This is an optimization exercise on Yosys and OpenROAD, whose aim is small area, a short achievable clock period and few clock cycles, not a production implementation. RTL that was checked went through simulation tests only; none was proved equivalent to the original.

Setup of run 4:
## armCpu
module armCpu (
	input  logic          clk,
	input  logic          reset,
	input  armPkg::word_t readData,
	output armPkg::word_t memAdr,
	output armPkg::word_t writeData,
	output logic          memWrite
);
Settings: LEC_CHECK=0, CAP_MARGIN=20, CORE_MARGIN=2, CORE_UTILIZATION=40, SLEW_MARGIN=20; clock period 15.0 ns.
standard.sh (not shown) runs the stock make flow with config.mk's settings and CLKGATE_MAP_FILE= SYNTH_SCRIPT=/design/flow/synth_recipe.tcl, a recipe that flattens the netlist after the stock synthesis.
==> flow/flow/run.sh <==
#!/bin/bash
# The standard layout, with timing repair aiming for setup slack well above zero
# at the design's clock period (the constraints themselves are unchanged).
set -euo pipefail
bash standard.sh SETUP_SLACK_MARGIN=10 finish > make_finish.log 2>&1
The inputs of run 5 differ from those of run 4 as listed below.
Settings: an added SETUP_SLACK_MARGIN of 5; an added ABC_CLOCK_PERIOD_IN_PS of 4000.
==> flow/run.sh (new file) <==
#!/bin/bash
# synth_recipe.tcl (not shown) runs the flow's synth.tcl, then flattens the netlist and writes it again
# the make line also repeats each setting of config.mk as NAME=value (left out here)
make -C /OpenROAD-flow-scripts/flow DESIGN_CONFIG=/design/flow/config.mk WORK_HOME=/design/flow/orfs CLKGATE_MAP_FILE= SYNTH_SCRIPT=/design/flow/synth_recipe.tcl finish
removed: flow/flow/run.sh
removed: flow/standard.sh
Findings:
Summary of the comparison: cell count of the worst hold path is higher in run 5, relative to run 4.
For the source-to-sink clock delay at the later pin of the worst-skew pair, run 5 came in 0.02 ns lower than run 4 did.
Final design area excluding fillers (lower): run 5
Cell with the largest stage delay on the worst path: and2_2 -> run 5, fa_2 -> run 4
Detailed-router iteration count before antenna repair, run 5 and run 4: higher on run 5
Summary of run 5 over run 4: critical path depth now smaller, layout multi-input combinational cell count comparable, distinct cell type count of the synthesized netlist comparable.
Run 5 ended up with memAdr[27] as its critical path endpoint; run 4 ended up with regFile[7][25].
Function was not checked in any run of this note: the RTL went through the layout flow alone.

---

== job 2324 ==
Another version of the RTL of armCpu (not shown whole).
Size: roughly 5400 cells after synthesis, roughly 99 I/O pins.
Settings: LEC_CHECK=0, CAP_MARGIN=20, CORE_MARGIN=2, CORE_UTILIZATION=60, CTS_BUF_LIST=sky130_fd_sc_hd__clkbuf_8, CTS_CLUSTER_SIZE=20, SLEW_MARGIN=20, SYNTH_HIERARCHICAL=1, TNS_END_PERCENT=5; clock period 15.0 ns.
==> flow/flow/run.sh <==
#!/bin/bash
# The standard layout, with timing repair aiming for setup slack well above zero
# at the design's clock period (the constraints themselves are unchanged), and
# plain buffers on the ports.
set -euo pipefail
bash standard.sh SETUP_SLACK_MARGIN=10 "BUFFER_PORTS_ARGS=-buffer_cell sky130_fd_sc_hd__buf_4" finish > make_finish.log 2>&1
Job 2324 finished every step from synthesis to the final layout, and the layout passed the timing, design-rule and antenna checks.
Testbench counts of job 2324, summed over its fixed seeds: cycles 16,171.
--- input diff job 2324..job 3948 ---
- a deleted CTS_CLUSTER_SIZE that had been 20
- a deleted CTS_BUF_LIST that had been sky130_fd_sc_hd__clkbuf_8
- a deleted SYNTH_HIERARCHICAL that had been 1
- a change of CORE_UTILIZATION from 60 to 40
[summary]
The run showing the smaller first-pass GRT wire length is job 2324. [compare] base=job 2324 new=job 3948: area share of and/or/nand/nor cells after synthesis +0.43 points; total nets after synthesis -about 3.4%; wire length +15000 um; number of global-route vias before repair -924. Non-clock buffer count: job 2324 and job 3948 compared, higher one is job 3948.
diff inputs: job 3948 => job 7347
- SYNTH_HIERARCHICAL newly set to 1
- CTS_CLUSTER_SIZE newly set to 20
- CTS_BUF_LIST newly set to sky130_fd_sc_hd__clkbuf_4
--- outcome ---
Between job 7347 and job 3948, the share of cells above drive strength 1 is lower for job 7347.
As of job 7347, number of vias in the routed layout had risen slightly compared to job 3948.
Job 7347 does better than job 3948 on post-route standard cell area excluding fillers.
Re post-place setup slack: job 7347 is 0.76 ns up on job 3948.
Critical path data required time: job 7347 vs job 3948 down 3.39 ns
Diff job 3948 -> job 7347: worst path buffer plus inverter count went down.
Routed wire length (job 7347 over job 3948): decrease, about 1.5%
Met3 demand-to-capacity share in global routing delta for job 7347 relative to job 3948: 3.0 points lower
Job 7347 against job 3948; HPWL after detailed placement is up slightly.
The inputs of job 4446 differ from those of job 7347 as listed below.
- removing SYNTH_HIERARCHICAL (formerly 1)
- changing CTS_BUF_LIST from sky130_fd_sc_hd__clkbuf_4 to sky130_fd_sc_hd__clkbuf_8
## What came out
- Compare job 4446 and job 7347 | clock-buffer cell count lower: job 4446
- Going from job 7347 to job 4446, share of post-route cells with drive strength above 1 shrinks by 1.1 points.
- Delta (job 4446 minus job 7347): hold slack rose 0.0051 ns, first-iteration DRC count increased by 1.0% relative to the old numbers, final critical path time including I/O delays and setup up 0.022 ns, required time reported for the critical path endpoint higher.
- The routed wire length in job 4446 was lower than what job 7347 gave.
- Launching instance or port of the critical path: readData[27] -> job 4446, adrReg[17] -> job 7347
- Taking job 7347 as the reference point, the post-placement cell area of job 4446 falls by 2.3%.

---

== zinc ==
armCpu again, from the RTL that the note above started with.
==> flow/config.mk <==
export PLATFORM = sky130hd
export DESIGN_NAME = armCpu
export DESIGN_NICKNAME = armCpu
export VERILOG_FILES = /design/flow/design.v
export SDC_FILE = /design/flow/constraint.sdc
export NUM_CORES = 4
export LEC_CHECK = 0
export CAP_MARGIN = 20
export CORE_MARGIN = 2
export CORE_UTILIZATION = 40
export CTS_BUF_LIST = sky130_fd_sc_hd__clkbuf_8
export CTS_CLUSTER_SIZE = 20
export SLEW_MARGIN = 20
export SYNTH_HIERARCHICAL = 1
export TNS_END_PERCENT = 5
==> flow/constraint.sdc <==
create_clock -name core_clock -period 15.0 [get_ports {clk}]
set_input_delay 3.0000 -clock core_clock [delete_from_list [all_inputs] [get_ports {clk}]]
set_output_delay 3.0000 -clock core_clock [all_outputs]
set_load 0.01 [all_outputs]
==> flow/flow/run.sh <==
#!/bin/bash
# The standard layout, with timing repair aiming for setup slack well above zero
# at the design's clock period (the constraints themselves are unchanged), and
# plain buffers on the ports.
set -euo pipefail
bash standard.sh SETUP_SLACK_MARGIN=11 "BUFFER_PORTS_ARGS=-buffer_cell sky130_fd_sc_hd__buf_4" finish > make_finish.log 2>&1
Testbench counts of zinc, summed over its fixed seeds: cycles 16,171.
For maple, these inputs were changed with respect to zinc:
==> flow/flow/run.sh <==
#!/bin/bash
# The standard layout, with timing repair aiming for setup slack well above zero
# at the design's clock period (the constraints themselves are unchanged), and
# plain buffers on the ports.
set -euo pipefail
bash standard.sh SETUP_SLACK_MARGIN=10 "BUFFER_PORTS_ARGS=-buffer_cell sky130_fd_sc_hd__buf_4" finish > make_finish.log 2>&1
-- flow/config.mk --
<<< zinc, line 13
export SLEW_MARGIN = 20
export SYNTH_HIERARCHICAL = 1
export TNS_END_PERCENT = 5
>>> maple, line 13
export SLEW_MARGIN = 20
export SYNTH_HIERARCHICAL = 1
export TNS_END_PERCENT = 15
[summary]
| clock tree skew after final layout | maple vs zinc | 0.045 ns higher |
Summary of maple over zinc: length in cells of the worst reg-to-reg path lower; register-to-register slack lower.
On maple: count of placed standard cells in the final layout, fillers left out is 88 lower than what zinc gave.
Across both runs, wire length was lower for maple than for zinc.
Flip-flop and latch share of the layout cell area up 1.1 points in maple wrt zinc
diff inputs: maple => indigo
-- flow/config.mk --
<<< maple, line 13
export SLEW_MARGIN = 20
export SYNTH_HIERARCHICAL = 1
export TNS_END_PERCENT = 15
>>> indigo, line 13
export SLEW_MARGIN = 20
export SYNTH_HIERARCHICAL = 1
export TNS_END_PERCENT = 5
Results
Looking at post-CTS setup repair buffer count across maple and indigo, the one that comes out lower is indigo. Summary: with maple as the reference, design area in indigo moved up slightly. Looking at end-of-flow core utilization, indigo sits 0.37 points above maple. [compare] base=maple new=indigo: part of the cycle the worst path needs decreased by 2.5 points relative to the old numbers; proportion of cell area occupied by multi-input gates increased by 0.46 points relative to the old numbers.

---

## run K
Another version of the RTL of armCpu (not shown whole).
Size in the first run: roughly 6,300 cells after synthesis, about 670 flip-flops, roughly 0.058 mm^2 of cells after synthesis.
==> flow/design.v (excerpt) <==
module armCpu (
	input  logic          clk,
	input  logic          reset,
	input  armPkg::word_t readData,
	output armPkg::word_t memAdr,
	output armPkg::word_t writeData,
	output logic          memWrite
);
export LEC_CHECK = 0
export CAP_MARGIN = 20
export CORE_MARGIN = 2
export CORE_UTILIZATION = 40
export SLEW_MARGIN = 20
create_clock -name core_clock -period 15.0 [get_ports {clk}]
==> flow/flow/run.sh <==
#!/bin/bash
# The standard layout, with timing repair aiming for setup slack well above zero
# at the design's clock period (the constraints themselves are unchanged).
set -euo pipefail
bash standard.sh SETUP_SLACK_MARGIN=8 finish > make_finish.log 2>&1
Modified inputs, run A compared to run K
-- flow/flow/run.sh --
<<< run K, line 5
bash standard.sh SETUP_SLACK_MARGIN=8 finish > make_finish.log 2>&1
>>> run A, line 5
bash standard.sh SETUP_SLACK_MARGIN=10 finish > make_finish.log 2>&1
### Flow results
Summary — cell count, run A relative to run K: higher, by 399. Compared with run K, run A shows a lower slew at the pin closest to its max-slew limit. As far as cell count after synthesis goes, run A and run K are indistinguishable; the numbers are identical. For the summed area of non-filler cells in the final layout, run A came in 14% higher than run K did. Lower critical path depth goes to run K over run A. Comparing the two runs side by side, run A comes out ahead of run K on relative slew slack.
No run of this note included a check of the RTL's function; only the layout flow was run.

[what the ideal ports hide]
The results above use ideal ports. As a check the final layouts listed here were re-extracted and re-timed, cells and wires unchanged.
Step 1: set_driving_cell puts a clkbuf_16 on clk and a buf_2 on each other input, an assumption about the parent block.
Step 2, shift: input delay + t, output delay - t, t = (earliest + latest rising clock arrival at the registers) / 2. This alone moves slack from input paths to output paths.
Slacks: ideal ports / drivers / drivers and shift; pairs: ideal ports / drivers.
run	t, ns	setup WS [ns]	hold WS [ns]	worst setup path after step 2	worst register clock-pin slew, ns
run 4	0.719	8.196 / 8.196 / 8.196	0.519 / 0.519 / 0.519	register to register	0.07 / 0.07
run 5	0.699	6.054 / 5.985 / 6.684	0.473 / 0.473 / 0.473	register to output	0.07 / 0.07
job 2324	0.889	9.533 / 9.571 / 8.682	0.514 / 0.514 / 0.514	input to register	0.08 / 0.08
job 3948	0.759	9.483 / 9.493 / 8.760	0.504 / 0.504 / 0.504	input to register	0.07 / 0.07
job 7347	1.242	9.478 / 9.406 / 8.380	0.495 / 0.495 / 0.495	input to register	0.08 / 0.08
job 4446	0.943	9.456 / 9.482 / 8.539	0.500 / 0.500 / 0.500	input to register	0.07 / 0.07
zinc	0.947	9.626 / 9.450 / 8.503	0.497 / 0.497 / 0.497	input to register	0.08 / 0.08
maple	0.916	9.362 / 9.188 / 8.272	0.492 / 0.492 / 0.492	input to register	0.07 / 0.07
indigo	0.903	9.731 / 9.618 / 8.714	0.515 / 0.515 / 0.515	input to register	0.07 / 0.07
run K	0.702	8.218 / 8.154 / 7.594	0.494 / 0.494 / 0.494	input to register	0.07 / 0.07
run A	0.718	9.046 / 8.976 / 8.651	0.488 / 0.488 / 0.488	input to register	0.07 / 0.07
After both steps every run listed still meets setup and hold. For zinc, which loses most, drivers alone change the setup slack by -0.176 ns; drivers and shift together by -1.123 ns.
